Source: an optimization exercise on an open RTL-to-GDS flow (aim: small area, a short achievable clock period and few clock cycles per item). Production flows keep margins and buffers that such runs may drop. RTL that was checked went through simulation tests only; none was proved equivalent to the original. No activity file was given, so power comes from the tool's default toggle rates.

==> build 8 <==
Design booth_mult_top, start of the top module:
module booth_mult_top (
	input  logic                          clk,
	input  logic                          reset,
	input  logic                          in_valid,
	input  logic signed [16-1:0] multiplicand,
	input  logic signed [16-1:0] multiplier,
	output logic                          out_valid,
	output logic signed [32-1:0] product
);
	logic [2:0] vld_r;
	always_ff @(posedge clk) begin
		if (reset) begin
			vld_r <= '0;
			out_valid <= 1'b0;
		end else begin
			vld_r <= {vld_r[1:0], in_valid};
			out_valid <= vld_r[2];
		end
	end
	logic [15:0] md_r;
	logic [7:0]  one_r, two_r, neg_r;
	logic [7:0]  one_d, two_d, neg_d;
	booth_recoder u_rec (.multiplier(multiplier), .one(one_d), .two(two_d), .neg(neg_d));
	always_ff @(posedge clk) begin
		md_r  <= multiplicand;
		one_r <= one_d;
		two_r <= two_d;
		neg_r <= neg_d;
	end
	logic pp_0_0;
	logic pp_0_1;
	logic pp_0_2;
	logic pp_0_3;
	logic pp_0_4;
	logic pp_0_5;
	logic pp_0_6;
  ...
clock: 5.5 ns
lec_check: 0
cap_margin: 20
core_margin: 2
core_utilization: 40
setup_slack_margin: 3.3
slew_margin: 20
standard.sh (not shown) runs the stock make flow with config.mk's settings and CLKGATE_MAP_FILE= SYNTH_SCRIPT=/design/flow/synth_recipe.tcl, a recipe that flattens the netlist after the stock synthesis.
==> flow/flow/run.sh <==
#!/bin/bash
# Layout flow: the standard ORFS flow (standard.sh) with three changes:
#  - port buffers are buf_1 instead of the delay buffer that buffer_ports picks by default;
#  - clock tree: larger sink clusters of clkbuf_8 leaves and no dummy loads;
#  - power recovery after global routing (downsizes cells off the critical paths).
# Every tool's output goes to the ORFS logs under orfs/ and to standard.log here.
set -euo pipefail
export BUFFER_PORTS_ARGS="-buffer_cell sky130_fd_sc_hd__buf_1"
export CTS_ARGS="-sink_clustering_enable -repair_clock_nets -buf_list sky130_fd_sc_hd__clkbuf_8 -sink_clustering_size 24 -sink_clustering_max_diameter 60 -dont_use_dummy_load"
export RECOVER_POWER=0
bash standard.sh > standard.log 2>&1
==> build 15: changes against build 8 <==
==> flow/flow/run.sh (replaced) <==
#!/bin/bash
# Layout flow: the standard ORFS flow, with the smallest buffer (buf_1) as the port buffers
# instead of the delay buffer that buffer_ports picks by default. Each tool's output goes to
# the ORFS logs under orfs/ and to standard.log here.
set -euo pipefail
export BUFFER_PORTS_ARGS="-buffer_cell sky130_fd_sc_hd__buf_1"
bash standard.sh > standard.log 2>&1
--- a/flow/config.mk
+++ b/flow/config.mk
@@ -8,5 +8,6 @@
 export CAP_MARGIN = 20
 export CORE_MARGIN = 2
 export CORE_UTILIZATION = 40
+export CTS_BUF_LIST = sky130_fd_sc_hd__clkbuf_4 sky130_fd_sc_hd__clkbuf_8
 export SETUP_SLACK_MARGIN = 3.3
 export SLEW_MARGIN = 20
==> build 23: changes against build 8 <==
--- a/flow/flow/run.sh
+++ b/flow/flow/run.sh
@@ -6,6 +6,6 @@
 # Every tool's output goes to the ORFS logs under orfs/ and to standard.log here.
 set -euo pipefail
 export BUFFER_PORTS_ARGS="-buffer_cell sky130_fd_sc_hd__buf_1"
-export CTS_ARGS="-sink_clustering_enable -repair_clock_nets -buf_list sky130_fd_sc_hd__clkbuf_8 -sink_clustering_size 24 -sink_clustering_max_diameter 60 -dont_use_dummy_load"
+export CTS_ARGS="-sink_clustering_enable -repair_clock_nets -buf_list sky130_fd_sc_hd__clkbuf_8 -sink_clustering_size 20 -sink_clustering_max_diameter 60 -dont_use_dummy_load"
 export RECOVER_POWER=0
 bash standard.sh > standard.log 2>&1
==> summary of the runs <==
- Synthesized cell count is the same in build 8 and build 23.
- Clock skew: build 8 > build 23 > build 15.
- Core utilization, lowest first: build 8, build 23, build 15.
- Hold slack, lowest first: build 8, build 23, build 15.
- Worst setup slack: build 15 < build 23 < build 8.
- Between build 15 and build 8, the lower non-clock buffer count is in build 15 (gap 6).
==> figures <==
quantity	build 23	build 15	build 8
Maximum number of pins on one net before global-route repair	21	19	25
Fraction of area in multi-input gates	49.3%	47.1%	49.3%
Launch instance of the worst register-to-register path	c176_q2$_DFF_P_	neg_r_0_q2$_DFF_P_	s171_q2$_DFF_P_
Number of DRC markers after the initial detailed-route iteration	456	423	543
Amount of wire on met2 after detailed routing	10.1 mm	10.2 mm	10.1 mm
Combinational share of power	44.3%	39.2%	44.5%
Post-CTS clock slew at the launch and capture registers of the worst setup and hold paths	0.11 ns	0.06 ns	0.12 ns
Total wirelength of the detailed-routed design	22.0 mm	22.4 mm	22.0 mm
Filler Cells Inserted	2493	2461	2506
Run status	finished clean	finished clean	finished clean
Number of clock buffers in the layout	20	52	20
Layout Utilization	44.7%	46.4%	44.6%
Detailed-route via count	6582	6724	6580
IR Drop Worst-Case VDD	0.000275 V	0.000278 V	0.000394 V
No run of this note included a check of the RTL's function; only the layout flow was run.

---

==> inputs of 08-17 <==
booth_mult_top, a different RTL version from the one above (not shown whole).
## booth_mult_top
module booth_mult_top (
	input  logic                          clk,
	input  logic                          reset,
	input  logic                          in_valid,
	input  logic signed [16-1:0] multiplicand,
	input  logic signed [16-1:0] multiplier,
	output logic                          out_valid,
	output logic signed [32-1:0] product
);
export LEC_CHECK = 0
export CAP_MARGIN = 20
export CORE_MARGIN = 2
export CORE_UTILIZATION = 50
export SETUP_SLACK_MARGIN = 3.4
export SLEW_MARGIN = 20
create_clock -name core_clock -period 5.5 [get_ports {clk}]
==> flow/flow/run.sh <==
#!/bin/bash
# Layout flow: the standard ORFS flow (standard.sh), unchanged synthesis, with these changes:
#  - after synthesis, polarity.py re-chooses the polarity of full adders and xor gates so that
#    fewer inverters are needed (registers and all other cells are left as they are);
#  - port buffers are buf_1 instead of the delay buffer that buffer_ports picks by default;
#  - clock tree: sink clusters of up to 20 registers under sky130_fd_sc_hd__clkbuf_8 leaves, no dummy loads.
# Each tool writes its full output to a log here: synth.log, polarity.log, standard.log
# (and ORFS's own logs under orfs/).
set -euo pipefail
R=orfs/results/sky130hd/booth_mult_top/base
bash standard.sh synth > synth.log 2>&1
cp $R/1_2_yosys.v $R/1_2_yosys_std.v
python3 flow/polarity.py $R/1_2_yosys_std.v $R/1_2_yosys.v > polarity.log 2>&1
rm -f $R/1_synth.odb $R/1_synth.sdc
export BUFFER_PORTS_ARGS="-buffer_cell sky130_fd_sc_hd__buf_1"
export CTS_ARGS="-sink_clustering_enable -repair_clock_nets -buf_list sky130_fd_sc_hd__clkbuf_8 -sink_clustering_size 20 -sink_clustering_max_diameter 60 -dont_use_dummy_load"
bash standard.sh > standard.log 2>&1
Other scripts of this flow, unchanged in this note and not shown: flow/flow/polarity.py
==> inputs of 09-07, as changes to 08-17 <==
SETUP_SLACK_MARGIN = 3.45   (was 3.4)
==> comparison <==
- Against 09-07, the routed wire length of 08-17 is smaller by 1.5%.
- In register-to-register slack, 08-17 and 09-07 hardly differ.
- In combinational power, 08-17 and 09-07 hardly differ.
- Critical path depth is the same in 08-17 and 09-07.
Testbench counts of 08-17, summed over its fixed seeds: cycles 24,024, items 24,000.
Testbench counts of 09-07, summed over its fixed seeds: cycles 24,024, items 24,000.

---

==> inputs of yarrow <==
booth_mult_top, a different RTL version from the one above (not shown whole).
// booth_mult_top
module booth_mult_top (
	input  logic                          clk,
	input  logic                          reset,
	input  logic                          in_valid,
	input  logic signed [16-1:0] multiplicand,
	input  logic signed [16-1:0] multiplier,
	output logic                          out_valid,
	output logic signed [32-1:0] product
);
	logic        v0_r, v1_r;
	logic [15:0] md_r;
	logic [7:0]  one_r, two_r, neg_r;
	logic [7:0]  one_d, two_d, neg_d;
	booth_recoder u_rec (.multiplier(multiplier), .one(one_d), .two(two_d), .neg(neg_d));
	always_ff @(posedge clk) begin
		if (reset) begin
			v0_r <= 1'b0;
			v1_r <= 1'b0;
			out_valid <= 1'b0;
		end else begin
			v0_r <= in_valid;
			v1_r <= v0_r;
			out_valid <= v1_r;
		end
		md_r  <= multiplicand;
		one_r <= one_d;
		two_r <= two_d;
		neg_r <= neg_d;
	end
	logic pp_0_0;
	logic pp_0_1;
	logic pp_0_2;
	logic pp_0_3;
	logic pp_0_4;
	logic pp_0_5;
	logic pp_0_6;
	logic pp_0_7;
	logic pp_0_8;
	logic pp_0_9;
	logic pp_0_10;
	logic pp_0_11;
	logic pp_0_12;
	logic pp_0_13;
	logic pp_0_14;
	logic pp_0_15;
	logic pp_0_16;
	logic pps_0;
	logic pp_1_0;
	logic pp_1_1;
	logic pp_1_2;
	logic pp_1_3;
	logic pp_1_4;
	logic pp_1_5;
	logic pp_1_6;
	logic pp_1_7;
	logic pp_1_8;
	logic pp_1_9;
	logic pp_1_10;
	logic pp_1_11;
	logic pp_1_12;
	logic pp_1_13;
	logic pp_1_14;
	logic pp_1_15;
	logic pp_1_16;
	logic pps_1;
	logic pp_2_0;
	logic pp_2_1;
	logic pp_2_2;
	logic pp_2_3;
	logic pp_2_4;
	logic pp_2_5;
	logic pp_2_6;
	logic pp_2_7;
	logic pp_2_8;
	logic pp_2_9;
	logic pp_2_10;
	logic pp_2_11;
	logic pp_2_12;
	logic pp_2_13;
	logic pp_2_14;
	logic pp_2_15;
	logic pp_2_16;
	logic pps_2;
	logic pp_3_0;
	logic pp_3_1;
	logic pp_3_2;
	logic pp_3_3;
	logic pp_3_4;
	logic pp_3_5;
	logic pp_3_6;
	logic pp_3_7;
	logic pp_3_8;
	logic pp_3_9;
	logic pp_3_10;
	logic pp_3_11;
	logic pp_3_12;
	logic pp_3_13;
	logic pp_3_14;
	logic pp_3_15;
	logic pp_3_16;
	logic pps_3;
	logic pp_4_0;
	logic pp_4_1;
	logic pp_4_2;
	logic pp_4_3;
	logic pp_4_4;
	logic pp_4_5;
	logic pp_4_6;
	logic pp_4_7;
	logic pp_4_8;
	logic pp_4_9;
	logic pp_4_10;
	logic pp_4_11;
  ...
export LEC_CHECK = 0
export CAP_MARGIN = 20
export CORE_MARGIN = 2
export CORE_UTILIZATION = 40
export SETUP_SLACK_MARGIN = 2.5
export SLEW_MARGIN = 20
create_clock -name core_clock -period 5.5 [get_ports {clk}]
run.sh (not shown) runs the stock make flow with config.mk's settings and CLKGATE_MAP_FILE= SYNTH_SCRIPT=/design/flow/synth_recipe.tcl, a recipe that flattens the netlist after the stock synthesis.
Stock flow here: none of the scripts above is used.
==> quartz (differences from yarrow) <==
Settings changed: SETUP_SLACK_MARGIN 2.5 to 3.3.
==> cedar (differences from yarrow) <==
Settings changed: SETUP_SLACK_MARGIN 2.5 to not set.
==> flow_metrics.tcl <==
set metrics [dict create \
    fin_crit_sh_pct 59.0 \
    fin_nets 1128 \
    combPwrFrac_pct 59.0 \
    outcome "complete, no violations" \
    grt_pass1_vias 6596 \
    ff_latch_area_sq_um 3160 \
    powerComb_uw 4420 \
    crit_fanout 18 \
]
[end of results for cedar]
==> flow_metrics.tcl <==
set metrics [dict create \
    crit_fanout 16 \
    outcome "complete, no violations" \
    grt.total_usage_pct 17.3 \
    fin_crit_sh_pct 53.5 \
    ff_latch_area_sq_um 3190 \
    fin_nets 1128 \
    grt_pass1_vias 6503 \
]
[end of results for yarrow]
==> flow_metrics.tcl <==
set metrics [dict create \
    outcome "complete, no violations" \
    swShare_pct 41.2 \
    fin_crit_sh_pct 49.2 \
    fin_nets 1235 \
    powerComb_uw 6300 \
    grt_pass1_vias 7068 \
    synthMuxAreaShare_pct 0.449 \
    ff_latch_area_sq_um 3300 \
]
[end of results for quartz]
Testbench counts of yarrow, summed over its fixed seeds: cycles 24,016, items 24,000.
Testbench counts of quartz, summed over its fixed seeds: cycles 24,016, items 24,000.
Testbench counts of cedar, summed over its fixed seeds: cycles 24,016, items 24,000.

==> separate check: timing with driven ports <==
No port has a modelled driver above. Below, the same layouts with a new extraction and two added sets of constraints. Step 1 (the two cells are an assumption about what drives the block):
set clk [get_ports {clk}]
set_driving_cell -lib_cell sky130_fd_sc_hd__clkbuf_16 $clk
set_driving_cell -lib_cell sky130_fd_sc_hd__buf_2 [delete_from_list [all_inputs] $clk]
Step 2, shift: input delay + t, output delay - t, t = (earliest + latest rising clock arrival at the registers) / 2. This alone moves slack from input paths to output paths. Slacks: ideal / step 1 / step 2; pairs: ideal / step 1.
| run | t (ns) | slack for setup (ns) | clock arrival spread, ns |
|---|---|---|---|
| build 8 | 0.558 | 3.277 / 3.277 / 3.277 | 0.073 / 0.072 |
| build 15 | 0.567 | 3.239 / 3.239 / 3.239 | 0.022 / 0.021 |
| build 23 | 0.545 | 3.261 / 3.261 / 3.261 | 0.071 / 0.071 |
| 08-17 | 0.532 | 3.439 / 3.399 / 3.457 | 0.023 / 0.023 |
| 09-07 | 0.542 | 3.413 / 3.374 / 3.448 | 0.068 / 0.069 |
| yarrow | 0.468 | 2.557 / 2.557 / 2.557 | 0.009 / 0.009 |
| quartz | 0.472 | 2.794 / 2.794 / 2.794 | 0.019 / 0.019 |
| cedar | 0.465 | 2.257 / 2.257 / 2.257 | 0.009 / 0.008 |
After both steps setup and hold are still met in every run listed.
